What follows belongs to an exercise in optimizing a design on an open flow for small area, a short achievable clock period and few clock cycles per item; a production flow would make more cautious choices. Only simulation tests tie the RTL to the original design; equivalence was not proved. Power figures rest on the tool's default switching activity, not on a simulated workload.

<file path="flow/design.v">
package iole_pkg;
  localparam int CAPACITY   = 16;
  localparam int DATA_WIDTH = 32;
  localparam int KIND_W     = 3;
  localparam int POS_W      = 5;
  localparam int STAT_W     = 2;
  localparam int CNT_W      = $clog2(CAPACITY + 1);
  localparam logic [KIND_W-1:0] KIND_PUSH_FRONT = 3'd0;
  localparam logic [KIND_W-1:0] KIND_PUSH_BACK  = 3'd1;
  localparam logic [KIND_W-1:0] KIND_POP_FRONT  = 3'd2;
  localparam logic [KIND_W-1:0] KIND_POP_BACK   = 3'd3;
  localparam logic [KIND_W-1:0] KIND_INSERT_AT  = 3'd4;
  localparam logic [KIND_W-1:0] KIND_REMOVE_AT  = 3'd5;
  localparam logic [KIND_W-1:0] KIND_FIND       = 3'd6;
  localparam logic [STAT_W-1:0] ST_OK    = 2'd0;
  localparam logic [STAT_W-1:0] ST_EMPTY = 2'd1;
  localparam logic [STAT_W-1:0] ST_FULL  = 2'd2;
  localparam logic [STAT_W-1:0] ST_RANGE = 2'd3;
endpackage
module iole_cell (
  input  logic                            clk,
  input  logic                            sp,
  input  logic                            sn,
  input  logic                            ld,
  input  logic [iole_pkg::DATA_WIDTH-1:0] prev_val,
  input  logic [iole_pkg::DATA_WIDTH-1:0] next_val,
  input  logic [iole_pkg::DATA_WIDTH-1:0] load_val,
  input  logic                            live,
  input  logic [iole_pkg::DATA_WIDTH-1:0] key,
  output logic [iole_pkg::DATA_WIDTH-1:0] val_r,
  output logic                            match
);
  logic                            hold;
  logic [iole_pkg::DATA_WIDTH-1:0] val_nxt;
  assign hold    = !(sp || sn || ld);
  assign val_nxt = ({iole_pkg::DATA_WIDTH{hold}} & val_r)
                 | ({iole_pkg::DATA_WIDTH{sp}}   & prev_val)
                 | ({iole_pkg::DATA_WIDTH{sn}}   & next_val)
                 | ({iole_pkg::DATA_WIDTH{ld}}   & load_val);
  always_ff @(posedge clk) begin
    val_r <= val_nxt;
  end
  assign match = live && (val_r == key);
endmodule
module iole_ctrl_pre (
  input  logic [2:0]                      kind,
  input  logic [iole_pkg::POS_W-1:0]      pos,
  output logic [6:0]                      flags,
  output logic [iole_pkg::CAPACITY-1:0]   ge,
  output logic                            le16
);
  localparam int N = iole_pkg::CAPACITY;
  assign flags[0] = (kind == iole_pkg::KIND_PUSH_FRONT);
  assign flags[1] = (kind == iole_pkg::KIND_PUSH_BACK);
  assign flags[2] = (kind == iole_pkg::KIND_INSERT_AT);
  assign flags[3] = (kind == iole_pkg::KIND_POP_FRONT);
  assign flags[4] = (kind == iole_pkg::KIND_POP_BACK);
  assign flags[5] = (kind == iole_pkg::KIND_REMOVE_AT);
  assign flags[6] = (kind == iole_pkg::KIND_FIND);
  for (genvar i = 0; i < N; i++) begin : g_ge
    assign ge[i] = (iole_pkg::POS_W'(i) >= pos);
  end
  assign le16 = (pos <= iole_pkg::POS_W'(N));
endmodule
module iole_ctrl (
  input  logic [6:0]                      flags,
  input  logic [iole_pkg::CAPACITY-1:0]   ge,
  input  logic                            le16,
  input  logic [iole_pkg::CAPACITY-1:0]   live,
  output logic                            ok_ins,
  output logic                            ok_dec,
  output logic                            mv_ins,
  output logic [iole_pkg::CAPACITY-1:0]   g_ins,
  output logic [iole_pkg::CAPACITY-1:0]   g_rem,
  output logic                            is_find,
  output logic [iole_pkg::STAT_W-1:0]     status
);
  localparam int N = iole_pkg::CAPACITY;
  logic is_pf, is_pb, is_in, is_popf, is_popb, is_rm;
  logic empty, full, pos_le_n, pos_lt_n;
  logic [N-1:0] at_cnt;
  logic [N-1:0] at_last;
  assign is_pf   = flags[0];
  assign is_pb   = flags[1];
  assign is_in   = flags[2];
  assign is_popf = flags[3];
  assign is_popb = flags[4];
  assign is_rm   = flags[5];
  assign is_find = flags[6];
  assign empty = !live[0];
  assign full  = live[N-1];
  for (genvar i = 0; i < N; i++) begin : g_at
    if (i == 0) begin : g_first
      assign at_cnt[i] = !live[0];
    end else begin : g_rest
      assign at_cnt[i] = live[i-1] && !live[i];
    end
    if (i == N - 1) begin : g_last
      assign at_last[i] = live[i];
    end else begin : g_inner
      assign at_last[i] = live[i] && !live[i+1];
    end
  end
  assign pos_le_n = full ? le16 : |(at_cnt & ge);
  assign pos_lt_n = |(at_last & ge);
  for (genvar i = 0; i < N; i++) begin : g_g
    assign g_ins[i] = is_pf || (is_pb && !live[i]) || (is_in && ge[i]);
    assign g_rem[i] = is_popf || (is_rm && ge[i]);
  end
  assign mv_ins = (is_pf || is_pb || is_in) && !full;
  always_comb begin
    ok_ins = 1'b0;
    ok_dec = 1'b0;
    status = iole_pkg::ST_OK;
    if (is_pf || is_pb || is_in) begin
      if (is_in && !pos_le_n) begin
        status = iole_pkg::ST_RANGE;
      end else if (full) begin
        status = iole_pkg::ST_FULL;
      end else begin
        ok_ins = 1'b1;
      end
    end
    if (is_popf || is_popb) begin
      if (empty) begin
        status = iole_pkg::ST_EMPTY;
      end else begin
        ok_dec = 1'b1;
      end
    end
    if (is_rm) begin
      if (!pos_lt_n) begin
        status = iole_pkg::ST_RANGE;
      end else begin
        ok_dec = 1'b1;
      end
    end
  end
endmodule
module indexed_ordered_list_engine (
  input  logic           clk,
  input  logic           rst_n,
  input  logic           in_valid,
  output logic           in_ready,
  input  logic [39:0]    in_data,
  output logic           out_valid,
  input  logic           out_ready,
  output logic [77:0]    out_data
);
  localparam int N  = iole_pkg::CAPACITY;
  localparam int W  = iole_pkg::DATA_WIDTH;
  localparam int PW = iole_pkg::POS_W;
  logic [2:0]                  kind;
  logic [PW-1:0]               pos;
  logic [W-1:0]                key;
  assign kind = in_data[39:37];
  assign pos  = in_data[36:32];
  assign key  = in_data[31:0];
  logic                        adv;
  logic [N-1:0]                live;
  logic [W-1:0]                cell_val [N];
  logic                        ok_ins, ok_dec, mv_ins;
  logic [N-1:0]                g_ins, g_rem;
  logic                        is_find;
  logic [iole_pkg::STAT_W-1:0] status;
  logic [N-1:0]                match;
  logic                        r_valid;
  logic [W-1:0]                r_key;
  logic [6:0]                  r_flags;
  logic [N-1:0]                r_ge;
  logic                        r_le16;
  logic [6:0]                  d_flags;
  logic [N-1:0]                d_ge;
  logic                        d_le16;
  logic                        exec;
  logic                        e_valid;
  logic [iole_pkg::STAT_W-1:0] e_status;
  logic                        e_find;
  logic [N-1:0]                e_match;
  logic                        o_valid;
  logic [77:0]                 o_data;
  assign adv       = out_ready;
  assign in_ready  = adv;
  assign exec      = r_valid && adv;
  assign out_valid = o_valid;
  assign out_data  = o_data;
  iole_ctrl_pre u_pre (
    .kind     (kind),
    .pos      (pos),
    .flags    (d_flags),
    .ge       (d_ge),
    .le16     (d_le16)
  );
  always_ff @(posedge clk) begin
    if (!rst_n) begin
      r_valid <= 1'b0;
    end else if (adv) begin
      r_valid <= in_valid;
    end
  end
  always_ff @(posedge clk) begin
    if (adv) begin
      r_key   <= key;
      r_flags <= d_flags;
      r_ge    <= d_ge;
      r_le16  <= d_le16;
    end
  end
  iole_ctrl u_ctrl (
    .flags    (r_flags),
    .ge       (r_ge),
    .le16     (r_le16),
    .live     (live),
    .ok_ins   (ok_ins),
    .ok_dec   (ok_dec),
    .mv_ins   (mv_ins),
    .g_ins    (g_ins),
    .g_rem    (g_rem),
    .is_find  (is_find),
    .status   (status)
  );
  for (genvar i = 0; i < N; i++) begin : g_cell
    logic [W-1:0] prev_v;
    logic [W-1:0] next_v;
    logic         sp, sn, ld;
    if (i == 0) begin : g_first
      assign prev_v = r_key;
      assign sp     = 1'b0;
      assign ld     = exec && mv_ins && g_ins[0];
    end else begin : g_mid
      assign prev_v = cell_val[i-1];
      assign sp     = exec && mv_ins && g_ins[i-1];
      assign ld     = exec && mv_ins && g_ins[i] && !g_ins[i-1];
    end
    if (i == N - 1) begin : g_end
      assign next_v = cell_val[i];
    end else begin : g_inner
      assign next_v = cell_val[i+1];
    end
    assign sn = exec && g_rem[i];
    iole_cell u_cell (
      .clk      (clk),
      .sp       (sp),
      .sn       (sn),
      .ld       (ld),
      .prev_val (prev_v),
      .next_val (next_v),
      .load_val (r_key),
      .live     (live[i]),
      .key      (r_key),
      .val_r    (cell_val[i]),
      .match    (match[i])
    );
  end
  always_ff @(posedge clk) begin
    if (!rst_n) begin
      live    <= '0;
      e_valid <= 1'b0;
    end else begin
      if (exec) begin
        if (ok_ins) begin
          live <= {live[N-2:0], 1'b1};
        end else if (ok_dec) begin
          live <= {1'b0, live[N-1:1]};
        end
      end
      if (adv) begin
        e_valid <= r_valid;
      end
    end
  end
  always_ff @(posedge clk) begin
    if (adv) begin
      e_status <= status;
      e_find   <= is_find;
      e_match  <= match & {N{is_find}};
    end
  end
  logic [N-1:0]    first;
  logic [N-1:0]    below;
  logic [PW-1:0]   hit_idx;
  logic [PW-1:0]   cnt;
  logic [W-1:0]    back_v;
  logic            hit;
  always_comb begin
    below = '0;
    for (int i = 1; i < N; i++) begin
      below[i] = below[i-1] | e_match[i-1];
    end
    first = e_match & ~below;
    hit   = |e_match;
  end
  always_comb begin
    hit_idx = '0;
    cnt     = '0;
    back_v  = '0;
    for (int i = 0; i < N; i++) begin
      if (first[i]) begin
        hit_idx = hit_idx | PW'(i);
      end
      if (live[i] && ((i == N - 1) || !live[(i + 1) % N])) begin
        cnt    = cnt | PW'(i + 1);
        back_v = back_v | cell_val[i];
      end
    end
  end
  always_ff @(posedge clk) begin
    if (!rst_n) begin
      o_valid <= 1'b0;
    end else if (adv) begin
      o_valid <= e_valid;
    end
  end
  always_ff @(posedge clk) begin
    if (adv) begin
      o_data <= {e_status,
                 hit,
                 e_find ? (hit ? hit_idx : cnt) : PW'(0),
                 cell_val[0] & {W{live[0]}},
                 back_v,
                 cnt,
                 !live[0]};
    end
  end
endmodule
</file>
<file path="flow/run.sh">
#!/bin/bash
# synth_recipe.tcl (not shown) runs the flow's synth.tcl, then flattens the netlist and writes it again
# the make line also repeats each setting of config.mk as NAME=value (left out here)
make -C /OpenROAD-flow-scripts/flow DESIGN_CONFIG=/design/flow/config.mk WORK_HOME=/design/flow/orfs CLKGATE_MAP_FILE= SYNTH_SCRIPT=/design/flow/synth_recipe.tcl finish
</file>
<file path="flow/config.mk">
export PLATFORM = sky130hd
export DESIGN_NAME = indexed_ordered_list_engine
export DESIGN_NICKNAME = indexed_ordered_list_engine
export VERILOG_FILES = /design/flow/design.v
export SDC_FILE = /design/flow/constraint.sdc
export NUM_CORES = 4
export LEC_CHECK = 0
export CAP_MARGIN = 20
export CORE_MARGIN = 2
export CORE_UTILIZATION = 50
export PLACE_DENSITY = 0.65
export SETUP_SLACK_MARGIN = 2.4
export SLEW_MARGIN = 20
export SYNTH_HIERARCHICAL = 1
</file>
<file path="flow/constraint.sdc">
create_clock -name core_clock -period 5.0 [get_ports {clk}]
set_input_delay 1.0000 -clock core_clock [delete_from_list [all_inputs] [get_ports {clk}]]
set_output_delay 1.0000 -clock core_clock [all_outputs]
set_load 0.01 [all_outputs]
</file>
==> impl_metrics.py, run 1 <==
metrics = {
    "route": {
        "antenna_left": 0,
        "vias": 35400,
        "drt_first_pass_iters": 15,
        "drc": 0,
        "routed_wl_microns": 149000,
        "wire_per_inst_microns": 30.1,
        "via_per_inst": 7.16,
        "drt_iter0_markers": 8759,
    },
    "pwr": {
        "cellLeakagePower_nw": 18.0,
        "power_frac_comb_pct": 22.0,
        "p_sw_share_pct": 41.1,
        "p_total_mw": 22.7,
        "peakVddDrop_v": 0.000261,
        "p_clk_share_pct": 25.4,
        "p_per_area_mw_per_mm2": 542,
        "p_sw_mw": 9.33,
        "cell_internal_pwr_mw": 13.3,
        "seqPwrFrac_pct": 52.6,
    },
    "sta": {
        "setup_viol": 0,
        "hold_violations": 0,
        "max_clock_freq_ghz": 0.363,
        "worstMarginPinSlew_ns": 1.27,
        "rsz0062_at_grt": "yes",
        "fin_worst_skew_ns": 0.0187,
        "post-route-period-util_pct": 55.1,
        "relSlewSlack_pct": 15.2,
        "finalMaxSlewViolations": 0,
        "fin_crit_ns": 2.76,
        "setup_tns_ns": 0,
    },
    "worst_setup_path": {
        "rrSetupSlack_ns": 2.24,
        "crit_chain": "buf_4 -> buf_4 -> xor2_1 -> nor4_1 -> nand4_1 -> nor3_2 -> and2_1",
        "cp_top_family": "simple AND/OR/NAND/NOR gates",
        "worstPathRequired_ns": 5.49,
        "crit_top_cell": "buf_4",
        "end_kind": "flop",
        "path_buf_inv": 2,
        "critPathKind": "reg -> reg",
        "critPathMaxStageDelay_ns": 0.57,
        "cp.arrival_ns": 3.25,
        "cp_max_fo": 7,
        "crit_path_top_delay_cell": "edfxtp_1",
        "crit_path_start_kind": "flop",
    },
    "synthesis": {
        "synth_flop_cell": "dfxtp_1",
        "ys_seq_area_share_pct": 41.8,
        "netlist_area_sq_mm": 0.0364,
        "synth.distinct_cells": 54,
        "synth_warnings": 10,
        "synthArstFlopShare_pct": 0,
        "synth_seq_cells": 684,
        "synth.avg_cell_area_sq_um": 9.31,
        "synth_edf_count": 153,
        "syn_inst": 3908,
    },
    "floorplanning": {
        "initial_utilization_pct": 50.7,
        "coreArea_sq_mm": 0.0717,
        "die_y_microns": 274,
        "die_x_microns": 274,
        "die_area_sq_mm": 0.0750,
        "row_count": 98,
        "io_pins": 124,
    },
    "job": {
        "cap_violations": 0,
    },
    "place": {
        "dp.cells": 4744,
        "io_buffers": 123,
        "place_hpwl_microns": 104000,
        "gp_congestion": 0.998,
    },
    "clocking": {
        "clk_latency_ns": 0.63,
        "cts_tree": "done",
        "clockBufferDepth": 3,
        "clkSinkCount": 684,
        "clkTransAtPathRegs_ns": 0.06,
        "cts_made_buffers": 78,
        "h-tree-depth": 3,
        "postCtsHoldBufs": 0,
        "cts_root_buf": "clkbuf_16",
    },
    "grt": {
        "first_global_vias": 31300,
        "grt_max_degree": 65,
        "grt_use_total_pct": 38.0,
        "grt_overflow": 0,
        "grt_pass1_wl_microns": 215000,
        "antenna_found_initial": 10,
    },
    "layout": {
        "fin_cells": 4945,
        "utilization_pct": 58.4,
        "nNetsFinal": 3978,
        "syn_to_final_growth_pct": 15.0,
        "final_common_cell": "nand2_1",
        "final_cell_mix": "nand2_1 (1050), dfxtp_1 (515), a222oi_1 (512), xor2_1 (496), edfxtp_1 (153)",
        "drive_gt1_share_pct": 10.5,
    },
    "worst_hold_path": {
        "min_path_type": "reg -> reg",
    },
    "outcome": {
        "outcome": "no timing/DRC/antenna violations",
    },
}
[stage by stage]
step	hold slack, ns	area [sq um]	setup WS [ns]
floorplan	0.400	36400	2.61
global route	0.437	41900	2.36
detailed placement	0.408	38300	1.35
CTS	0.422	41400	2.19
global placement	0.404	38300	1.42
finish	0.419	41900	2.24
[power by group through the flow]
| stage | combinational, mW | sequential [mW] | clock (mW) |
|---|---|---|---|
| 2_1_floorplan | 3.41 | 10.0 | 0 |
| 3_3_place_gp | 4.56 | 11.6 | 0 |
| 3_5_place_dp | 4.66 | 11.6 | 0 |
| 4_1_cts | 4.81 | 11.5 | 5.75 |
| 5_1_grt | 5.52 | 12.0 | 5.97 |
| 6_report | 5.00 | 11.9 | 5.76 |
[registers in the layout, indices dropped and copies added (netlist names)]
register	count
r_flags	7
g_cell.u_cell.val_r	512
o_valid	1
r_key	32
live	16
r_le16	1
o_data	78
e_find	1
r_valid	1
e_match	16
r_ge	16
e_status	2
e_valid	1
[modules after synthesis (local to each module, per instance)]
module	times used	flip-flops and latches	cell area, sq um	cells
iole_cell	16	32	1640	188
iole_ctrl_pre	1	0	250	32
indexed_ordered_list_engine	1	172	9180	750
iole_ctrl	1	0	716	118
[repair_timing]
item | in CTS | in global routing
buffers inserted | 33 | 18
setup endpoints to repair | 568 | 506
resized for setup | 75 | 50
pin swaps | 7 | 11
gates cloned | 4 | 5
[final timing paths]
| kind | from | to | cells past startpoint |
|---|---|---|---|
| max | r_key[26]$_DFFE_PP_ | e_match[9]$_DFFE_PP_ | 7 |
| min | e_status[1]$_DFFE_PP_ | o_data[77]$_DFFE_PP_ | 0 |
| max reg2reg | r_key[26]$_DFFE_PP_ | e_match[9]$_DFFE_PP_ | 7 |
| min reg2reg | e_status[1]$_DFFE_PP_ | o_data[77]$_DFFE_PP_ | 0 |
[cells in the mapped netlist, types with 18 or more instances]
master | n | area share, %
nand3b_1 | 28 | 0.58
nand3_1 | 33 | 0.45
a221oi_1 | 130 | 3.1
a22o_1 | 128 | 3.1
nor3_1 | 19 | 0.26
nor3_2 | 18 | 0.50
xor2_1 | 496 | 12
a21oi_1 | 20 | 0.28
clkbuf_1 | 141 | 1.5
a222oi_1 | 512 | 14
nor4_1 | 119 | 2.0
edfxtp_1 | 153 | 13
nor2b_1 | 32 | 0.55
o21ai_0 | 21 | 0.29
and3_1 | 19 | 0.33
buf_2 | 185 | 2.5
and2_1 | 65 | 1.1
nand4_1 | 54 | 0.93
dfxtp_1 | 531 | 29
nand2_1 | 1050 | 11
[cell families after synthesis]
| logic type | count (synthesis) | synth area share, % |
|---|---|---|
| xor gates and xnor gates | 512 | 12.3 |
| AOI/OAI and AO/OA | 865 | 22.2 |
| other | 1 | 0.0103 |
| DFF | 684 | 41.8 |
| buffers and inverters | 346 | 4.30 |
| and+or+nand+nor | 1484 | 18.9 |
| muxes | 16 | 0.440 |
[cell type report]
cell class / count / area [sq um]
Fill cell: 6251 / 29900
Tap cell: 950 / 1190
Sequential cell: 684 / 15200
Timing Repair Buffer: 276 / 2750
Inverter: 13 / 52.6
Multi-Input combinational cell: 2881 / 20100
Clock inverter: 29 / 272
Clock buffer: 108 / 2220
Antenna cell: 4 / 10.0
[per-layer routing]
layer	global-route usage (%)	routed length, microns
met1	54.7	58400
met2	51.6	58800
met3	13.9	25100
met4	13.4	6380
met5	0	77
Testbench counts, summed over its fixed seeds: cycles 16,024, items 16,000.
==> run 2: changes to the inputs <==
--- a/flow/design.v
+++ b/flow/design.v
@@ -19,6 +19,7 @@
 endpackage
 module iole_cell (
   input  logic                            clk,
+  input  logic                            hold,
   input  logic                            sp,
   input  logic                            sn,
   input  logic                            ld,
@@ -30,9 +31,7 @@
   output logic [iole_pkg::DATA_WIDTH-1:0] val_r,
   output logic                            match
 );
-  logic                            hold;
   logic [iole_pkg::DATA_WIDTH-1:0] val_nxt;
-  assign hold    = !(sp || sn || ld);
   assign val_nxt = ({iole_pkg::DATA_WIDTH{hold}} & val_r)
                  | ({iole_pkg::DATA_WIDTH{sp}}   & prev_val)
                  | ({iole_pkg::DATA_WIDTH{sn}}   & next_val)
@@ -45,11 +44,15 @@
 module iole_ctrl_pre (
   input  logic [2:0]                      kind,
   input  logic [iole_pkg::POS_W-1:0]      pos,
+  input  logic [iole_pkg::CAPACITY-1:0]   live,
   output logic [6:0]                      flags,
-  output logic [iole_pkg::CAPACITY-1:0]   ge,
-  output logic                            le16
+  output logic [iole_pkg::CAPACITY-1:0]   gi,
+  output logic [iole_pkg::CAPACITY-1:0]   gr,
+  output logic [3:0]                      cmp
 );
   localparam int N = iole_pkg::CAPACITY;
+  logic [N-1:0] ge;
+  logic [35:0]  lt_cnt;
   assign flags[0] = (kind == iole_pkg::KIND_PUSH_FRONT);
   assign flags[1] = (kind == iole_pkg::KIND_PUSH_BACK);
   assign flags[2] = (kind == iole_pkg::KIND_INSERT_AT);
@@ -59,27 +62,33 @@
   assign flags[6] = (kind == iole_pkg::KIND_FIND);
   for (genvar i = 0; i < N; i++) begin : g_ge
     assign ge[i] = (iole_pkg::POS_W'(i) >= pos);
+    assign gi[i] = flags[0] || (flags[2] && ge[i]);
+    assign gr[i] = flags[3] || (flags[5] && ge[i]);
+  end
+  assign lt_cnt = {{(36 - N - 2){1'b0}}, live, 2'b11};
+  for (genvar s = 0; s < 4; s++) begin : g_cmp
+    logic [31:0] sh;
+    assign sh     = lt_cnt[s +: 32];
+    assign cmp[s] = sh[pos];
   end
-  assign le16 = (pos <= iole_pkg::POS_W'(N));
 endmodule
 module iole_ctrl (
   input  logic [6:0]                      flags,
-  input  logic [iole_pkg::CAPACITY-1:0]   ge,
-  input  logic                            le16,
+  input  logic [iole_pkg::CAPACITY-1:0]   gi,
+  input  logic [3:0]                      cmp,
+  input  logic                            inc,
+  input  logic                            dec,
   input  logic [iole_pkg::CAPACITY-1:0]   live,
   output logic                            ok_ins,
   output logic                            ok_dec,
-  output logic                            mv_ins,
+  output logic                            nfull,
   output logic [iole_pkg::CAPACITY-1:0]   g_ins,
-  output logic [iole_pkg::CAPACITY-1:0]   g_rem,
   output logic                            is_find,
   output logic [iole_pkg::STAT_W-1:0]     status
 );
   localparam int N = iole_pkg::CAPACITY;
   logic is_pf, is_pb, is_in, is_popf, is_popb, is_rm;
   logic empty, full, pos_le_n, pos_lt_n;
-  logic [N-1:0] at_cnt;
-  logic [N-1:0] at_last;
   assign is_pf   = flags[0];
   assign is_pb   = flags[1];
   assign is_in   = flags[2];
@@ -89,25 +98,10 @@
   assign is_find = flags[6];
   assign empty = !live[0];
   assign full  = live[N-1];
-  for (genvar i = 0; i < N; i++) begin : g_at
-    if (i == 0) begin : g_first
-      assign at_cnt[i] = !live[0];
-    end else begin : g_rest
-      assign at_cnt[i] = live[i-1] && !live[i];
-    end
-    if (i == N - 1) begin : g_last
-      assign at_last[i] = live[i];
-    end else begin : g_inner
-      assign at_last[i] = live[i] && !live[i+1];
-    end
-  end
-  assign pos_le_n = full ? le16 : |(at_cnt & ge);
-  assign pos_lt_n = |(at_last & ge);
-  for (genvar i = 0; i < N; i++) begin : g_g
-    assign g_ins[i] = is_pf || (is_pb && !live[i]) || (is_in && ge[i]);
-    assign g_rem[i] = is_popf || (is_rm && ge[i]);
-  end
-  assign mv_ins = (is_pf || is_pb || is_in) && !full;
+  assign nfull = !full;
+  assign pos_le_n = inc ? cmp[0] : dec ? cmp[2] : cmp[1];
+  assign pos_lt_n = inc ? cmp[1] : dec ? cmp[3] : cmp[2];
+  assign g_ins = gi | ({N{is_pb}} & ~live);
   always_comb begin
     ok_ins = 1'b0;
     ok_dec = 1'b0;
@@ -159,19 +153,23 @@
   logic                        adv;
   logic [N-1:0]                live;
   logic [W-1:0]                cell_val [N];
-  logic                        ok_ins, ok_dec, mv_ins;
-  logic [N-1:0]                g_ins, g_rem;
+  logic                        ok_ins, ok_dec, nfull;
+  logic [N-1:0]                g_ins;
   logic                        is_find;
   logic [iole_pkg::STAT_W-1:0] status;
   logic [N-1:0]                match;
   logic                        r_valid;
   logic [W-1:0]                r_key;
   logic [6:0]                  r_flags;
-  logic [N-1:0]                r_ge;
-  logic                        r_le16;
+  logic [N-1:0]                r_gi;
+  logic [N-1:0]                r_gr;
+  logic [3:0]                  r_cmp;
+  logic                        r_inc;
+  logic                        r_dec;
   logic [6:0]                  d_flags;
-  logic [N-1:0]                d_ge;
-  logic                        d_le16;
+  logic [N-1:0]                d_gi;
+  logic [N-1:0]                d_gr;
+  logic [3:0]                  d_cmp;
   logic                        exec;
   logic                        e_valid;
   logic [iole_pkg::STAT_W-1:0] e_status;
@@ -187,59 +185,69 @@
   iole_ctrl_pre u_pre (
     .kind     (kind),
     .pos      (pos),
+    .live     (live),
     .flags    (d_flags),
-    .ge       (d_ge),
-    .le16     (d_le16)
+    .gi       (d_gi),
+    .gr       (d_gr),
+    .cmp      (d_cmp)
   );
   always_ff @(posedge clk) begin
     if (!rst_n) begin
       r_valid <= 1'b0;
+      r_inc   <= 1'b0;
+      r_dec   <= 1'b0;
     end else if (adv) begin
       r_valid <= in_valid;
+      r_inc   <= exec && ok_ins;
+      r_dec   <= exec && ok_dec;
     end
   end
   always_ff @(posedge clk) begin
     if (adv) begin
       r_key   <= key;
       r_flags <= d_flags;
-      r_ge    <= d_ge;
-      r_le16  <= d_le16;
+      r_gi    <= d_gi;
+      r_gr    <= d_gr;
+      r_cmp   <= d_cmp;
     end
   end
   iole_ctrl u_ctrl (
     .flags    (r_flags),
-    .ge       (r_ge),
-    .le16     (r_le16),
+    .gi       (r_gi),
+    .cmp      (r_cmp),
+    .inc      (r_inc),
+    .dec      (r_dec),
     .live     (live),
     .ok_ins   (ok_ins),
     .ok_dec   (ok_dec),
-    .mv_ins   (mv_ins),
+    .nfull    (nfull),
     .g_ins    (g_ins),
-    .g_rem    (g_rem),
     .is_find  (is_find),
     .status   (status)
   );
   for (genvar i = 0; i < N; i++) begin : g_cell
     logic [W-1:0] prev_v;
     logic [W-1:0] next_v;
-    logic         sp, sn, ld;
+    logic         hold, sp, sn, ld;
     if (i == 0) begin : g_first
       assign prev_v = r_key;
       assign sp     = 1'b0;
-      assign ld     = exec && mv_ins && g_ins[0];
+      assign ld     = exec && nfull && g_ins[0];
     end else begin : g_mid
       assign prev_v = cell_val[i-1];
-      assign sp     = exec && mv_ins && g_ins[i-1];
-      assign ld     = exec && mv_ins && g_ins[i] && !g_ins[i-1];
+      assign sp     = exec && nfull && g_ins[i-1];
+      assign ld     = exec && nfull && g_ins[i] && !g_ins[i-1];
     end
     if (i == N - 1) begin : g_end
       assign next_v = cell_val[i];
     end else begin : g_inner
       assign next_v = cell_val[i+1];
     end
-    assign sn = exec && g_rem[i];
+    assign sn   = exec && r_gr[i];
+    assign hold = !(exec && ((nfull && g_ins[i]) || r_gr[i]));
     iole_cell u_cell (
       .clk      (clk),
+      .hold     (hold),
       .sp       (sp),
       .sn       (sn),
       .ld       (ld),
--- a/flow/config.mk
+++ b/flow/config.mk
@@ -8,7 +8,9 @@
 export CAP_MARGIN = 20
 export CORE_MARGIN = 2
 export CORE_UTILIZATION = 50
+export CTS_CLUSTER_DIAMETER = 100
+export CTS_CLUSTER_SIZE = 30
 export PLACE_DENSITY = 0.65
-export SETUP_SLACK_MARGIN = 2.4
+export SETUP_SLACK_MARGIN = 2.6
 export SLEW_MARGIN = 20
 export SYNTH_HIERARCHICAL = 1
==> run 2 against run 1 <==
Net effect:
- flip-flop and latch count is 21 higher
- total power is 4.5% lower
- non-clock buffer count is 5 higher
- global-route usage is 1.2 points lower
- clock skew is 0.0088 ns higher
- clock power is 36% lower
- critical path type unchanged
==> impl_metrics.py, run 2 <==
metrics = {
    "sta": {
        "setup_viol": 0,
        "setup_tns_ns": 0,
        "rsz0062_at_grt": "yes",
        "worstMarginPinSlew_ns": 1.23,
        "max_clock_freq_ghz": 0.400,
        "finalMaxSlewViolations": 0,
        "fin_ws_ns": 2.50,
        "fin_crit_ns": 2.50,
        "relSlewSlack_pct": 17.6,
        "fin_worst_skew_ns": 0.0275,
        "post-route-period-util_pct": 50.0,
        "hold_violations": 0,
    },
    "clocking": {
        "clkSinkCount": 705,
        "clockBufferDepth": 3,
        "postCtsHoldBufs": 0,
        "cts_tree": "done",
        "clkTransAtPathRegs_ns": 0.12,
        "cts_made_buffers": 35,
        "clk_latency_ns": 0.62,
        "h-tree-depth": 2,
        "cts_root_buf": "clkbuf_16",
    },
    "pwr": {
        "p_per_area_mw_per_mm2": 519,
        "cellLeakagePower_nw": 17.1,
        "seqPwrFrac_pct": 57.0,
        "power_frac_comb_pct": 26.0,
        "p_clk_share_pct": 17.1,
        "p_sw_mw": 9.28,
        "p_sw_share_pct": 42.8,
        "cell_internal_pwr_mw": 12.4,
        "peakVddDrop_v": 0.000284,
    },
    "synthesis": {
        "synth_flop_cell": "dfxtp_1",
        "synth_common_cells": "a22oi_1 (1024), nand2_1 (539), dfxtp_1 (533)",
        "synth_most_common_cell": "a22oi_1",
        "synth.top_cell.area_share_pct": 28.5,
        "synth_edf_count": 172,
        "synth.distinct_cells": 62,
        "ys_seq_area_share_pct": 42.3,
        "synth_seq_cells": 705,
        "synth_warnings": 10,
        "netlist_area_sq_mm": 0.0375,
        "syn_inst": 3935,
        "synth_area_leaders": "dfxtp_1 (28%), a22oi_1 (21%), edfxtp_1 (14%)",
        "synthArstFlopShare_pct": 0,
        "synth.avg_cell_area_sq_um": 9.52,
        "synth_top_cell_by_area": "dfxtp_1",
    },
    "grt": {
        "top_usage_layer": "met1",
        "antenna_found_initial": 3,
        "grt_use_total_pct": 36.8,
        "grt_use_met3_pct": 13.5,
        "grt_max_degree": 65,
        "grt_pass1_wl_microns": 217000,
        "grt_util_met2_pct": 49.2,
        "grt_overflow": 0,
        "use_met1_pct": 53.8,
        "first_global_vias": 31600,
    },
    "worst_setup_path": {
        "cp.arrival_ns": 2.93,
        "worstPathRequired_ns": 5.43,
        "end_kind": "flop",
        "crit_path_top_delay_cell": "nor2b_4",
        "critPathKind": "reg -> reg",
        "cp_top_family": "simple AND/OR/NAND/NOR gates",
        "crit_path_start_kind": "flop",
        "critPathMaxStageDelay_ns": 0.63,
        "cp_max_fo": 15,
        "crit_chain": "nor2b_4 -> buf_4 -> a22o_1 -> a221oi_1 -> nand4_1",
        "path_buf_inv": 1,
    },
    "floorplanning": {
        "coreArea_sq_mm": 0.0743,
        "io_pins": 124,
        "die_area_sq_mm": 0.0772,
        "die_x_microns": 278,
        "row_count": 100,
        "initial_utilization_pct": 50.4,
        "die_y_microns": 278,
    },
    "route": {
        "drt_first_pass_iters": 7,
        "drc": 0,
        "antenna_left": 0,
        "routed_wl_microns": 146000,
        "drt_iter0_markers": 5412,
        "via_per_inst": 6.91,
        "wire_per_inst_microns": 29.4,
        "vias": 34400,
    },
    "place": {
        "gp_congestion": 0.970,
        "place_hpwl_microns": 106000,
        "io_buffers": 123,
        "dp_slack_ns": 1.64,
        "dpl-instance-area_sq_mm": 0.0399,
    },
    "layout": {
        "nNetsFinal": 4018,
        "final_cell_mix": "a22oi_1 (1024), nand2_1 (539), dfxtp_1 (522), xor2_1 (496), edfxtp_1 (172)",
        "fillers": 6815,
        "largest_register_ffs": 512,
        "syn_to_final_growth_pct": 11.4,
        "largest_registers": "g_cell.u_cell.val_r (512), o_data (78), r_key (32)",
        "final_common_cell": "a22oi_1",
        "top_register": "g_cell.u_cell.val_r",
        "drive_gt1_share_pct": 8.73,
        "final_area_sq_mm": 0.0417,
    },
    "worst_hold_path": {
        "min_path_type": "reg -> reg",
    },
    "job": {
        "cap_violations": 0,
    },
    "outcome": {
        "outcome": "no timing/DRC/antenna violations",
    },
}
## run 2: cell types whose count changed in the layout (fill, tap and decap cells not counted), moves of 25 or more
| cell | change |
|---|---|
| a222oi_1 | -512 |
| a22oi_1 | +1024 |
| nand3b_1 | -25 |
| clkbuf_16 | -50 |
| clkdlybuf4s50_1 | -82 |
| dlygate4sd2_1 | +73 |
| nand2_1 | -511 |
## run 2: modules after synthesis, one instance, submodules excluded
module	cells	copies in the design	cell area, sq um	flip-flops and latches
iole_ctrl	52	1	313	0
iole_ctrl_pre	139	1	982	0
indexed_ordered_list_engine	800	1	9910	193
iole_cell	184	16	1640	32
## run 2: worst paths after layout
kind                               end  depth (start not counted)                  start  slack (ns)
setup reg to reg  o_data[13]$_DFFE_PP_                          5  live[14]$_SDFFE_PN0P_        2.50
hold / removal    o_data[76]$_DFFE_PP_                          0  e_status[0]$_DFFE_PP_        0.44
hold reg to reg   o_data[76]$_DFFE_PP_                          0  e_status[0]$_DFFE_PP_        0.44
setup / recovery  o_data[13]$_DFFE_PP_                          5  live[14]$_SDFFE_PN0P_        2.50
## run 2: metal layers
| metal | part of all wire, % | vias up |
|---|---|---|
| li1 | - | 15200 |
| met1 | 43 | 16800 |
| met2 | 39 | 2071 |
| met3 | 14 | 231 |
| met4 | 3.7 | 0 |
| met5 | 0 | - |
## run 2: timing repair
item | CTS | global route
setup endpoints to repair | 676 | 484
resized for setup | 143 | 56
setup buffers | 18 | 9
gates cloned | 7 | 3
pin swaps | 6 | 8
## run 2: layout make-up
| type | count | area (sq um) | share of cell area [%] |
|---|---|---|---|
| inverter | 29 | 113 | 0.270 |
| antenna | 1 | 2.50 | 0.00600 |
| tap | 969 | 1210 | 2.90 |
| timing repair buffer | 281 | 2500 | 5.99 |
| multi-input combinational | 2922 | 20800 | 49.9 |
| clock buffer | 42 | 945 | 2.26 |
| clock inverter | 21 | 262 | 0.626 |
| sequential | 705 | 15900 | 38.0 |
## run 2: kinds of logic (layout without fill, tap and decap cells)
family | Yosys count | count (layout) | share of synthesized area [%]
AOI/OAI and AO/OA | 1381 | 1382 | 28.5
xor gates and xnor gates | 512 | 512 | 12.0
buffers and inverters | 322 | 373 | 3.51
DFF | 705 | 705 | 42.3
muxes | 41 | 41 | 1.26
other | 1 | 6 | 0.0100
and+or+nand+nor | 973 | 982 | 12.5
## run 2: power by group through the flow
stage                     sequential, mW  clock (mW)  combinational (mW)
after global placement              12.1           0                5.33
after floorplan                     10.6           0                4.06
after detailed placement            12.1           0                5.43
final                               12.3        3.70                5.62
after global routing                12.6        3.90                6.28
after CTS                           12.0        3.72                5.47
## run 2: through the flow
stage	hold WS (ns)	instances	power (mW)	utilization (%)
floorplan	0.400	3939	14.7	-
global placement	0.407	4869	17.4	53.7
detailed placement	0.413	4869	17.6	53.7
CTS	0.442	4957	21.2	55.7
global route	0.462	4970	22.7	56.2
finish	0.443	4970	21.7	56.2
Testbench counts of run 2, summed over its fixed seeds: cycles 16,024, items 16,000.
==> run 3: changes to the inputs <==
==> flow/flow/run.sh (new file) <==
#!/bin/bash
# Standard layout, with plain buf_1 cells as the port buffers (the resizer
# still upsizes the ones on critical paths). The output of the standard
# flow goes to standard.log; each ORFS step keeps its own log under orfs/logs.
set -euo pipefail
export BUFFER_PORTS_ARGS="-buffer_cell sky130_fd_sc_hd__buf_1"
bash standard.sh > standard.log 2>&1
==> flow/standard.sh (new file) <==
#!/bin/bash
# synth_recipe.tcl (not shown) runs the flow's synth.tcl, then flattens the netlist and writes it again
# the make line also repeats each setting of config.mk as NAME=value (left out here)
make -C /OpenROAD-flow-scripts/flow DESIGN_CONFIG=/design/flow/config.mk WORK_HOME=/design/flow/orfs CLKGATE_MAP_FILE= SYNTH_SCRIPT=/design/flow/synth_recipe.tcl "${@:-finish}"
--- a/flow/config.mk
+++ b/flow/config.mk
@@ -11,6 +11,6 @@
 export CTS_CLUSTER_DIAMETER = 100
 export CTS_CLUSTER_SIZE = 30
 export PLACE_DENSITY = 0.65
-export SETUP_SLACK_MARGIN = 2.6
+export SETUP_SLACK_MARGIN = 2.65
 export SLEW_MARGIN = 20
 export SYNTH_HIERARCHICAL = 1
removed: flow/run.sh
==> run 3 against run 2 <==
Net effect:
- area after synthesis unchanged
- first-iteration DRC count decreased by 5.9%
- clock-buffer cell count decreased by 1
- critical path depth is 1 higher
- total power up 0.48%
- via count increased by 1.1%
- critical endpoint is now e_match[0]$_DFFE_PP_
- global-route usage grew 0.32 points
- largest cell class unchanged
- largest power group unchanged
- design area about the same
- clock skew rose by 0.0035 ns
- die area is the same
==> impl_metrics.py, run 3 <==
metrics = {
    "outcome": {
        "outcome": "no timing/DRC/antenna violations",
    },
    "sta": {
        "setup_tns_ns": 0,
        "finalMaxSlewViolations": 0,
        "fin_crit_ns": 2.47,
        "max_clock_freq_ghz": 0.405,
        "setup_viol": 0,
        "fin_ws_ns": 2.53,
        "relSlewSlack_pct": 14.3,
        "fin_worst_skew_ns": 0.0310,
        "rsz0062_at_grt": "yes",
        "post-route-period-util_pct": 49.4,
        "worstMarginPinSlew_ns": 1.28,
        "hold_violations": 0,
    },
    "job": {
        "cap_violations": 0,
    },
    "clocking": {
        "postCtsHoldBufs": 0,
        "cts_tree": "done",
        "cts_made_buffers": 35,
        "cts_root_buf": "clkbuf_16",
        "clockBufferDepth": 3,
        "h-tree-depth": 2,
        "clkTransAtPathRegs_ns": 0.12,
        "clk_latency_ns": 0.62,
        "clkSinkCount": 705,
    },
    "layout": {
        "nNetsFinal": 4037,
        "largest_registers": "g_cell.u_cell.val_r (512), o_data (78), r_key (32)",
        "largest_register_ffs": 512,
        "top_register": "g_cell.u_cell.val_r",
        "drive_gt1_share_pct": 9.90,
        "syn_to_final_growth_pct": 11.4,
        "final_common_cell": "a22oi_1",
        "final_cell_mix": "a22oi_1 (1024), nand2_1 (539), dfxtp_1 (520), xor2_1 (494), edfxtp_1 (172)",
    },
    "grt": {
        "grt_pass1_wl_microns": 218000,
        "grt_use_total_pct": 37.1,
        "grt_max_degree": 65,
        "first_global_vias": 31000,
        "antenna_found_initial": 7,
        "grt_overflow": 0,
    },
    "worst_setup_path": {
        "worstPathRequired_ns": 5.49,
        "end_kind": "flop",
        "cp.arrival_ns": 2.96,
        "crit_path_start_kind": "flop",
        "critPathKind": "reg -> reg",
        "ff2ff_path_depth": 6,
        "crit_chain": "buf_4 -> xor2_1 -> nor4_1 -> nand4_1 -> nor3_4 -> and2_1",
        "cp_max_fo": 15,
        "critPathMaxStageDelay_ns": 0.51,
        "crit_path_top_delay_cell": "nor4_1",
    },
    "synthesis": {
        "netlist_area_sq_mm": 0.0375,
        "synth_area_leaders": "dfxtp_1 (28%), a22oi_1 (21%), edfxtp_1 (14%)",
        "synthArstFlopShare_pct": 0,
        "synth.distinct_cells": 62,
        "synth_most_common_cell": "a22oi_1",
        "synth_top_family_by_area": "compound AO/OA/AOI/OAI gates",
        "yosys.area_share.simple_pct": 12.5,
        "synth.avg_cell_area_sq_um": 9.52,
        "synth_seq_cells": 705,
        "synth_warnings": 10,
        "synth_compound_area_share_pct": 28.5,
        "synth_edf_count": 172,
        "synth-xor-area-share_pct": 12.0,
        "ys_seq_area_share_pct": 42.3,
        "syn_inst": 3935,
        "synth_common_cells": "a22oi_1 (1024), nand2_1 (539), dfxtp_1 (533)",
        "synth_flop_cell": "dfxtp_1",
        "post_synth_mux_area_share_pct": 1.26,
        "synth.top_cell.area_share_pct": 28.5,
        "synth_fa_ha_area_share_pct": 0,
        "synth_top_cell_by_area": "dfxtp_1",
    },
    "route": {
        "drt_iter0_markers": 5091,
        "wire_per_inst_microns": 30.1,
        "drc": 0,
        "vias": 34800,
        "routed_wl_microns": 150000,
        "drt_first_pass_iters": 6,
        "via_per_inst": 6.96,
        "antenna_left": 0,
    },
    "pwr": {
        "seqPwrFrac_pct": 56.7,
        "p_sw_mw": 9.42,
        "p_sw_share_pct": 43.3,
        "cell_internal_pwr_mw": 12.3,
        "peakVddDrop_v": 0.000410,
        "cellLeakagePower_nw": 16.8,
        "p_clk_share_pct": 16.8,
        "p_per_area_mw_per_mm2": 521,
        "power_frac_comb_pct": 26.4,
    },
    "floorplanning": {
        "die_area_sq_mm": 0.0772,
        "die_y_microns": 278,
        "die_x_microns": 278,
        "initial_utilization_pct": 50.4,
        "coreArea_sq_mm": 0.0743,
        "row_count": 100,
        "io_pins": 124,
    },
    "worst_hold_path": {
        "hold_depth": 0,
        "min_path_type": "reg -> reg",
    },
    "place": {
        "gp_congestion": 0.963,
        "dp_slack_ns": 1.58,
        "place_hpwl_microns": 105000,
        "io_buffers": 123,
    },
}
-- run 3: cell counts after synthesis --
Identical to the previous run, type by type.
-- run 3: through the flow --
stage / cell area, sq um / power (mW) / hold WS, ns / instances / util (%)
floorplan: 37700 / 14.7 / 0.400 / 3939 / -
global route: 41700 / 22.7 / 0.460 / 4988 / 56.2
finish: 41800 / 21.8 / 0.451 / 4993 / 56.2
CTS: 41100 / 21.1 / 0.454 / 4971 / 55.3
detailed placement: 39100 / 17.4 / 0.426 / 4859 / 52.6
global placement: 39100 / 17.3 / 0.402 / 4859 / 52.6
-- run 3: critical path, delay by kind of cell (launching register included) --
| kind | cells | cell delay [ns] |
|---|---|---|
| and+or+nand+nor | 4 | 1.45 |
| DFF | 1 | 0.44 |
| buffers and inverters | 1 | 0.25 |
| xor gates and xnor gates | 1 | 0.17 |
-- run 3: layout make-up --
type,instances,area [sq um]
well taps,969,1210
clock inverters,22,239
repair buffers,295,2200
clock buffers,41,941
multi-input cells,2927,21200
diodes,5,12.5
flip-flops and latches,705,15900
fillers,6731,32600
inverters,29,113
-- run 3: modules after synthesis (local to each module, per instance) --
module / flip-flops and latches / cell area, sq um / times used
indexed_ordered_list_engine: 193 / 9910 / 1
iole_cell: 32 / 1640 / 16
iole_ctrl: 0 / 313 / 1
iole_ctrl_pre: 0 / 982 / 1
-- run 3: what timing repair did --
| item | 4_1_cts | 5_1_grt |
|---|---|---|
| endpoints found under the setup margin | 579 | 491 |
| gates cloned | 14 | 5 |
| resized for setup | 68 | 100 |
| buffers inserted | 35 | 12 |
| pin swaps | 6 | 26 |
-- run 3: cell families after synthesis --
logic type	Yosys count
other	1
AO/OA/AOI/OAI	1381
buffers and inverters	322
multiplexers	41
XOR/XNOR	512
flip-flops	705
AND/OR/NAND/NOR	973
-- run 3: power groups by stage --
stage / clock [mW] / sequential [mW] / combinational [mW]
floorplan: 0 / 10.6 / 4.06
global placement: 0 / 12.1 / 5.19
detailed placement: 0 / 12.2 / 5.29
CTS: 3.68 / 12.0 / 5.45
global route: 3.85 / 12.5 / 6.38
finish: 3.66 / 12.3 / 5.75
-- run 3: worst paths after layout --
path                         start              endpoint  slack [ns]
max            r_key[12]$_DFFE_PP_  e_match[0]$_DFFE_PP_        2.53
min          e_status[0]$_DFFE_PP_  o_data[76]$_DFFE_PP_        0.45
max reg2reg    r_key[12]$_DFFE_PP_  e_match[0]$_DFFE_PP_        2.53
min reg2reg  e_status[0]$_DFFE_PP_  o_data[76]$_DFFE_PP_        0.45
-- run 3: layer usage --
layer,GRT usage [%],routed length [microns],vias up,part of all wire [%]
li1,-,-,15300,-
met2,50.8,60400,2253,40
met5,0,22,-,0.015
met3,12.7,21100,246,14
met1,54.6,63800,17000,42
met4,10.4,5070,4,3.4
==> run 4: changes to the inputs <==
--- a/flow/config.mk
+++ b/flow/config.mk
@@ -11,6 +11,6 @@
 export CTS_CLUSTER_DIAMETER = 100
 export CTS_CLUSTER_SIZE = 30
 export PLACE_DENSITY = 0.65
-export SETUP_SLACK_MARGIN = 2.65
+export SETUP_SLACK_MARGIN = 2.6
 export SLEW_MARGIN = 20
 export SYNTH_HIERARCHICAL = 1
==> run 4 against run 3 <==
Net effect:
- clock power rose by 2%
- register-to-register slack worse by 0.02 ns
- area after synthesis is the same
- via count fell by 2.7%
- worst setup slack got worse by 0.024 ns
- flip-flop and latch count unchanged
- clock-buffer cell count increased by 2
- total power decreased by 1.1%
- combinational power is 3.8% lower
- final cell count is 0.56% lower
- utilization decreased by 0.76 points
- non-clock buffer count is 19 lower
- critical path type unchanged
- largest power group unchanged
- highest routed layer unchanged
==> impl_metrics.py, run 4 <==
metrics = {
    "synthesis": {
        "synth_warnings": 10,
        "synth.top_cell.area_share_pct": 28.5,
        "synth_edf_count": 172,
        "synth_most_common_cell": "a22oi_1",
        "synth-xor-area-share_pct": 12.0,
        "synth_flop_cell": "dfxtp_1",
        "ys_seq_area_share_pct": 42.3,
        "synth_compound_area_share_pct": 28.5,
        "synth_seq_cells": 705,
        "synth_top_family_by_area": "compound AO/OA/AOI/OAI gates",
        "synth_top_cell_by_area": "dfxtp_1",
        "synth.avg_cell_area_sq_um": 9.52,
        "synth_area_leaders": "dfxtp_1 (28%), a22oi_1 (21%), edfxtp_1 (14%)",
        "post_synth_mux_area_share_pct": 1.26,
        "syn_inst": 3935,
        "netlist_area_sq_mm": 0.0375,
        "synthArstFlopShare_pct": 0,
        "yosys.area_share.simple_pct": 12.5,
        "synth.distinct_cells": 62,
        "synth_common_cells": "a22oi_1 (1024), nand2_1 (539), dfxtp_1 (533)",
        "synth_fa_ha_area_share_pct": 0,
    },
    "grt": {
        "grt_overflow": 0,
        "grt_max_degree": 59,
        "first_global_vias": 30600,
        "use_met1_pct": 51.2,
        "grt_use_met3_pct": 12.4,
        "grt_pass1_wl_microns": 209000,
        "grt_util_met2_pct": 49.3,
        "top_usage_layer": "met1",
        "antenna_found_initial": 4,
        "grt_use_total_pct": 35.5,
    },
    "sta": {
        "worstMarginPinSlew_ns": 1.24,
        "fin_crit_ns": 2.49,
        "finalMaxSlewViolations": 0,
        "fin_worst_skew_ns": 0.0341,
        "setup_tns_ns": 0,
        "fin_ws_ns": 2.51,
        "setup_viol": 0,
        "max_clock_freq_ghz": 0.401,
        "hold_violations": 0,
        "post-route-period-util_pct": 49.9,
        "rsz0062_at_grt": "yes",
        "relSlewSlack_pct": 17.2,
    },
    "floorplanning": {
        "io_pins": 124,
        "coreArea_sq_mm": 0.0743,
        "die_x_microns": 278,
        "die_y_microns": 278,
        "row_count": 100,
        "initial_utilization_pct": 50.4,
        "die_area_sq_mm": 0.0772,
    },
    "pwr": {
        "cellLeakagePower_nw": 16.6,
        "peakVddDrop_v": 0.000356,
        "p_per_area_mw_per_mm2": 523,
        "p_total_mw": 21.5,
    },
    "layout": {
        "drive_gt1_share_pct": 8.56,
        "nNetsFinal": 4013,
        "final_common_cell": "a22oi_1",
        "final_area_sq_mm": 0.0412,
        "largest_register_ffs": 512,
        "final_cell_mix": "a22oi_1 (1024), nand2_1 (539), dfxtp_1 (519), xor2_1 (496), edfxtp_1 (172)",
        "fillers": 6729,
        "top_register": "g_cell.u_cell.val_r",
        "syn_to_final_growth_pct": 9.90,
        "largest_registers": "g_cell.u_cell.val_r (512), o_data (78), r_key (32)",
    },
    "clocking": {
        "clockBufferDepth": 3,
        "cts_root_buf": "clkbuf_16",
        "clkTransAtPathRegs_ns": 0.11,
        "clkSinkCount": 705,
        "cts_made_buffers": 36,
        "postCtsHoldBufs": 0,
        "h-tree-depth": 2,
        "cts_tree": "done",
        "clk_latency_ns": 0.62,
    },
    "route": {
        "routed_wl_microns": 142000,
        "drt_first_pass_iters": 7,
        "wire_per_inst_microns": 28.5,
        "via_per_inst": 6.81,
        "antenna_left": 0,
        "drt_iter0_markers": 4918,
        "vias": 33800,
        "drc": 0,
    },
    "worst_setup_path": {
        "crit_path_start_kind": "flop",
        "worstPathRequired_ns": 5.43,
        "cp.arrival_ns": 2.92,
        "cp_max_fo": 14,
        "end_kind": "flop",
        "rrSetupSlack_ns": 2.51,
        "critPathKind": "reg -> reg",
    },
    "place": {
        "dp_slack_ns": 1.65,
        "dpl-instance-area_sq_mm": 0.0391,
        "place_hpwl_microns": 101000,
        "gp_congestion": 0.932,
        "io_buffers": 123,
    },
    "worst_hold_path": {
        "min_path_type": "reg -> reg",
    },
    "job": {
        "cap_violations": 0,
    },
    "outcome": {
        "outcome": "no timing/DRC/antenna violations",
    },
}
run 4: cells by family after synthesis:
group | Yosys count
other | 1
AO/OA/AOI/OAI | 1381
AND/OR/NAND/NOR | 973
flip-flops | 705
buffers and inverters | 322
multiplexers | 41
XOR/XNOR | 512
run 4: final cells by class:
cell class                 instances  area, sq um  share of cell area [%]
antenna                            1         2.50                 0.00608
clock buffer                      43          980                    2.38
clock inverter                    21          274                   0.665
inverter                          29          109                   0.264
multi-input combinational       2921        20800                    50.6
sequential                       705        15900                    38.5
tap                              969         1210                    2.94
timing repair buffer             276         1890                    4.58
run 4: worst paths after layout:
check                        start                    to  cells past startpoint
max reg2reg   live[9]$_SDFFE_PN0P_  o_data[12]$_DFFE_PP_                      3
min reg2reg  e_status[1]$_DFFE_PP_  o_data[77]$_DFFE_PP_                      0
max           live[9]$_SDFFE_PN0P_  o_data[12]$_DFFE_PP_                      3
min          e_status[1]$_DFFE_PP_  o_data[77]$_DFFE_PP_                      0
run 4: power by group:
part / leakage (nW) / internal (mW) / switching, mW / total, mW
logic: 9.87 / 2.78 / 2.75 / 5.53
clock network: 0.603 / 1.57 / 2.19 / 3.75
registers: 6.16 / 8.02 / 4.22 / 12.2
total: 16.6 / 12.4 / 9.16 / 21.5
run 4: critical path: stages, from the launching register on:
cell      delay [ns]
dfxtp_2         0.62
nor2b_2         1.02
a221oi_1        0.33
nand4_1         0.33
run 4: timing repair:
action	CTS	global route
pin swaps	4	15
gates resized for setup	40	63
cloned	12	0
setup buffers	19	8
setup endpoints to repair	558	457
run 4: through the flow:
stage | utilization [%] | std cells | hold WS, ns
2_1_floorplan | - | 3939 | 0.400
3_3_place_gp | 52.6 | 4861 | 0.403
3_5_place_dp | 52.6 | 4861 | 0.420
4_1_cts | 54.9 | 4956 | 0.446
5_1_grt | 55.4 | 4965 | 0.451
6_report | 55.4 | 4965 | 0.441
run 4: per-layer routing:
layer / vias up / wire (microns) / part of all wire (%)
met5: - / 11 / 0.0078
met4: 2 / 5030 / 3.6
met3: 235 / 19100 / 13
met2: 1971 / 57300 / 40
met1: 16400 / 60200 / 42
li1: 15200 / - / -
run 4: modules after synthesis, one instance, submodules excluded:
module	cells inside	flip-flops and latches	times used
iole_ctrl	52	0	1
iole_cell	184	32	16
indexed_ordered_list_engine	800	193	1
iole_ctrl_pre	139	0	1
==> run 5: changes to the inputs <==
--- a/flow/design.v
+++ b/flow/design.v
@@ -152,6 +152,7 @@
   assign key  = in_data[31:0];
   logic                        adv;
   logic [N-1:0]                live;
+  logic [N-1:0]                last;
   logic [W-1:0]                cell_val [N];
   logic                        ok_ins, ok_dec, nfull;
   logic [N-1:0]                g_ins;
@@ -263,13 +264,16 @@
   always_ff @(posedge clk) begin
     if (!rst_n) begin
       live    <= '0;
+      last    <= '0;
       e_valid <= 1'b0;
     end else begin
       if (exec) begin
         if (ok_ins) begin
           live <= {live[N-2:0], 1'b1};
+          last <= {last[N-2:0], !live[0]};
         end else if (ok_dec) begin
           live <= {1'b0, live[N-1:1]};
+          last <= {1'b0, last[N-1:1]};
         end
       end
       if (adv) begin
@@ -306,7 +310,7 @@
       if (first[i]) begin
         hit_idx = hit_idx | PW'(i);
       end
-      if (live[i] && ((i == N - 1) || !live[(i + 1) % N])) begin
+      if (last[i]) begin
         cnt    = cnt | PW'(i + 1);
         back_v = back_v | cell_val[i];
       end
--- a/flow/config.mk
+++ b/flow/config.mk
@@ -9,7 +9,7 @@
 export CORE_MARGIN = 2
 export CORE_UTILIZATION = 50
 export CTS_CLUSTER_DIAMETER = 100
-export CTS_CLUSTER_SIZE = 30
+export CTS_CLUSTER_SIZE = 24
 export PLACE_DENSITY = 0.65
 export SETUP_SLACK_MARGIN = 2.6
 export SLEW_MARGIN = 20
==> run 5 against run 4 <==
Net effect:
- clock-buffer cell count is 14 higher
- hold slack worse by 0.024 ns
- critical endpoint is now in_ready
- largest power group unchanged
- worst setup slack worse by 0.12 ns
- fmax is 4.8% lower
==> impl_metrics.py, run 5 <==
metrics = {
    "grt": {
        "grt_overflow": 0,
        "grt_use_total_pct": 46.5,
        "first_global_vias": 35100,
        "grt_max_degree": 65,
        "antenna_found_initial": 15,
        "grt_pass1_wl_microns": 262000,
    },
    "synthesis": {
        "netlist_area_sq_mm": 0.0381,
        "synth_top_cell_by_area": "dfxtp_1",
        "synth_flop_cell": "dfxtp_1",
        "synth.distinct_cells": 61,
        "synth_warnings": 10,
        "synthArstFlopShare_pct": 0,
        "synth_area_leaders": "dfxtp_1 (29%), a22oi_1 (20%), edfxtp_1 (14%)",
        "synth.avg_cell_area_sq_um": 9.56,
        "ys_seq_area_share_pct": 42.5,
        "synth_seq_cells": 721,
        "synth.top_cell.area_share_pct": 28.9,
        "synth_most_common_cell": "a22oi_1",
        "synth_common_cells": "a22oi_1 (1024), nand2_1 (559), dfxtp_1 (549)",
        "syn_inst": 3981,
        "synth_edf_count": 172,
    },
    "layout": {
        "syn_to_final_growth_pct": 13.7,
        "nNetsFinal": 4152,
        "final_area_sq_mm": 0.0433,
        "drive_gt1_share_pct": 12.0,
        "utilization_pct": 57.1,
        "final_common_cell": "a22oi_1",
        "largest_register_ffs": 512,
        "top_register": "g_cell.u_cell.val_r",
        "final_cell_mix": "a22oi_1 (1024), nand2_1 (559), dfxtp_1 (528), xor2_1 (496), buf_4 (183)",
        "largest_registers": "g_cell.u_cell.val_r (512), o_data (78), r_key (32)",
    },
    "floorplanning": {
        "die_y_microns": 280,
        "initial_utilization_pct": 50.3,
        "coreArea_sq_mm": 0.0757,
        "row_count": 101,
        "io_pins": 124,
        "die_x_microns": 280,
        "die_area_sq_mm": 0.0783,
    },
    "clocking": {
        "clkSinkCount": 721,
        "clkTransAtPathRegs_ns": 0.10,
        "clockBufferDepth": 3,
        "cts_made_buffers": 37,
        "cts_tree": "done",
        "h-tree-depth": 2,
        "cts_root_buf": "clkbuf_16",
        "clk_latency_ns": 0.63,
    },
    "pwr": {
        "cellLeakagePower_nw": 17.6,
        "p_total_mw": 22.3,
        "p_per_area_mw_per_mm2": 517,
        "peakVddDrop_v": 0.000296,
    },
    "sta": {
        "fin_worst_skew_ns": 0.0272,
        "setup_tns_ns": 0,
        "hold_violations": 0,
        "post-route-period-util_pct": 52.4,
        "setup_viol": 0,
        "rsz0062_at_grt": "yes",
        "fin_crit_ns": 2.62,
        "max_clock_freq_ghz": 0.382,
        "fin_ws_ns": 2.38,
        "relSlewSlack_pct": 29.4,
        "worstMarginPinSlew_ns": 1.06,
        "finalMaxSlewViolations": 0,
    },
    "route": {
        "drt_iter0_markers": 6899,
        "wire_per_inst_microns": 36.9,
        "via_per_inst": 7.57,
        "drc": 0,
        "drt_first_pass_iters": 10,
        "vias": 38700,
        "antenna_left": 0,
        "routed_wl_microns": 189000,
    },
    "worst_setup_path": {
        "cp_top_family": "buffers and inverters",
        "crit_top_cell": "buf_16",
        "crit_path_start_kind": "primary input",
        "path_buf_inv": 4,
        "cp.arrival_ns": 1.62,
        "crit_path_top_delay_cell": "buf_16",
        "critPathKind": "in -> out",
        "crit_chain": "clkbuf_16 -> buf_16 -> buf_16 -> clkbuf_2",
        "end_kind": "output port",
        "cp_max_fo": 16,
        "critPathMaxStageDelay_ns": 0.16,
        "worstPathRequired_ns": 4.00,
        "rrSetupSlack_ns": 2.47,
    },
    "place": {
        "dp_slack_ns": 1.14,
        "io_buffers": 123,
        "dpl-instance-area_sq_mm": 0.0400,
        "gp_congestion": 1.09,
        "place_hpwl_microns": 120000,
    },
    "job": {
        "cap_violations": 0,
    },
    "outcome": {
        "outcome": "no timing/DRC/antenna violations",
    },
    "worst_hold_path": {
        "min_path_type": "reg -> reg",
    },
}
-- run 5: changes by cell type in the layout (fill, tap and decap cells not counted), moves of 15 or more --
cell | before | now
o211a_1 | 14 | 30
nor4_1 | 107 | 59
buf_4 | 119 | 183
and2_1 | 66 | 51
nand2_1 | 539 | 559
and3_1 | 17 | 1
buf_12 | 3 | 48
and3_2 | 1 | 17
nor4_2 | 10 | 51
nor2b_2 | 21 | 0
clkbuf_1 | 4 | 19
-- run 5: logic make-up after synthesis --
family | after synthesis | synth area share [%]
simple gates | 969 | 12.1
xor+xnor | 512 | 11.8
other cells | 1 | 0.00986
mux | 55 | 1.74
buf+inv | 329 | 3.52
compound gates | 1394 | 28.3
flops | 721 | 42.5
-- run 5: area by class of cell --
cell class | count | area, sq um
diodes | 5 | 12.5
clock buffers | 57 | 1020
clock inverters | 5 | 50.0
fillers | 6839 | 32400
inverters | 29 | 109
multi-input cells | 2937 | 21400
flip-flops and latches | 721 | 16200
well taps | 978 | 1220
repair buffers | 382 | 3250
-- run 5: layer usage --
metal | up-vias | GRT usage, % | wire length (microns)
met4 | 16 | 31.7 | 16100
li1 | 15600 | - | -
met2 | 3635 | 61.4 | 72300
met3 | 920 | 19.6 | 30700
met5 | - | 0.813 | 179
met1 | 18600 | 60.8 | 69400
-- run 5: worst paths after layout --
check             cells after the start                                 end             startpoint
hold / removal                        0                o_data[77]$_DFFE_PP_  e_status[1]$_DFFE_PP_
hold reg to reg                       0                o_data[77]$_DFFE_PP_  e_status[1]$_DFFE_PP_
setup / recovery                      4                            in_ready              out_ready
setup reg to reg                      7  g_cell[2].u_cell.val_r[23]$_DFF_P_  live[15]$_SDFFE_PN0P_
-- run 5: repair_timing --
action / 4_1_cts / 5_1_grt
setup endpoints to repair: 567 / 399
buffers inserted: 98 / 16
gates cloned: 5 / 2
hold buffers: 0 / 0
pin swaps: 9 / 7
resized for setup: 77 / 52
-- run 5: through the flow --
stage	cells	hold WS (ns)
final	5114	0.416
after CTS	5091	0.423
after global placement	4926	0.413
after global routing	5109	0.416
after detailed placement	4926	0.406
after floorplan	3985	0.400
-- run 5: where the power goes --
part	switching, mW	internal, mW
combinational	3.82	2.96
sequential	3.82	8.16
clock	2.13	1.45
-- run 5: modules after synthesis, one instance, submodules excluded --
module / cells inside / area, sq um / flops+latches / copies in the design
indexed_ordered_list_engine: 856 / 10500 / 209 / 1
iole_ctrl_pre: 129 / 941 / 0 / 1
iole_ctrl: 52 / 313 / 0 / 1
iole_cell: 184 / 1640 / 32 / 16
Testbench counts of run 5, summed over its fixed seeds: cycles 16,024, items 16,000.

[afterwards: timing with drivers on the ports]
Ports are ideal in the flow. The routed layouts listed here were re-timed in OpenROAD.
Step 1 assumes that a clkbuf_16 drives the clock port and a buf_2 every other input.
Step 2 times the ports against the registers' clock, not the clock port: input delays grow and output delays shrink by t, the midpoint of the rising clock arrivals with the driver on.
Slacks: ideal / step 1 / step 2; pairs: ideal / step 1.
run | t, ns | setup slack, ns | worst register clock-pin slew, ns | worst data-port slew with drivers (ns)
run 1 | 0.691 | 2.245 / 2.245 / 1.928 | 0.07 / 0.07 | 0.12
run 2 | 0.671 | 2.502 / 2.502 / 2.009 | 0.12 / 0.12 | 0.06
run 3 | 0.678 | 2.530 / 2.522 / 1.844 | 0.12 / 0.12 | 0.13
run 4 | 0.672 | 2.506 / 2.506 / 2.003 | 0.12 / 0.12 | 0.09
run 5 | 0.684 | 2.382 / 2.243 / 1.774 | 0.12 / 0.12 | 0.14
After both steps setup and hold are still met in every run listed. For run 3, which loses most, drivers alone change the setup slack by -0.008 ns; drivers and shift together by -0.686 ns.
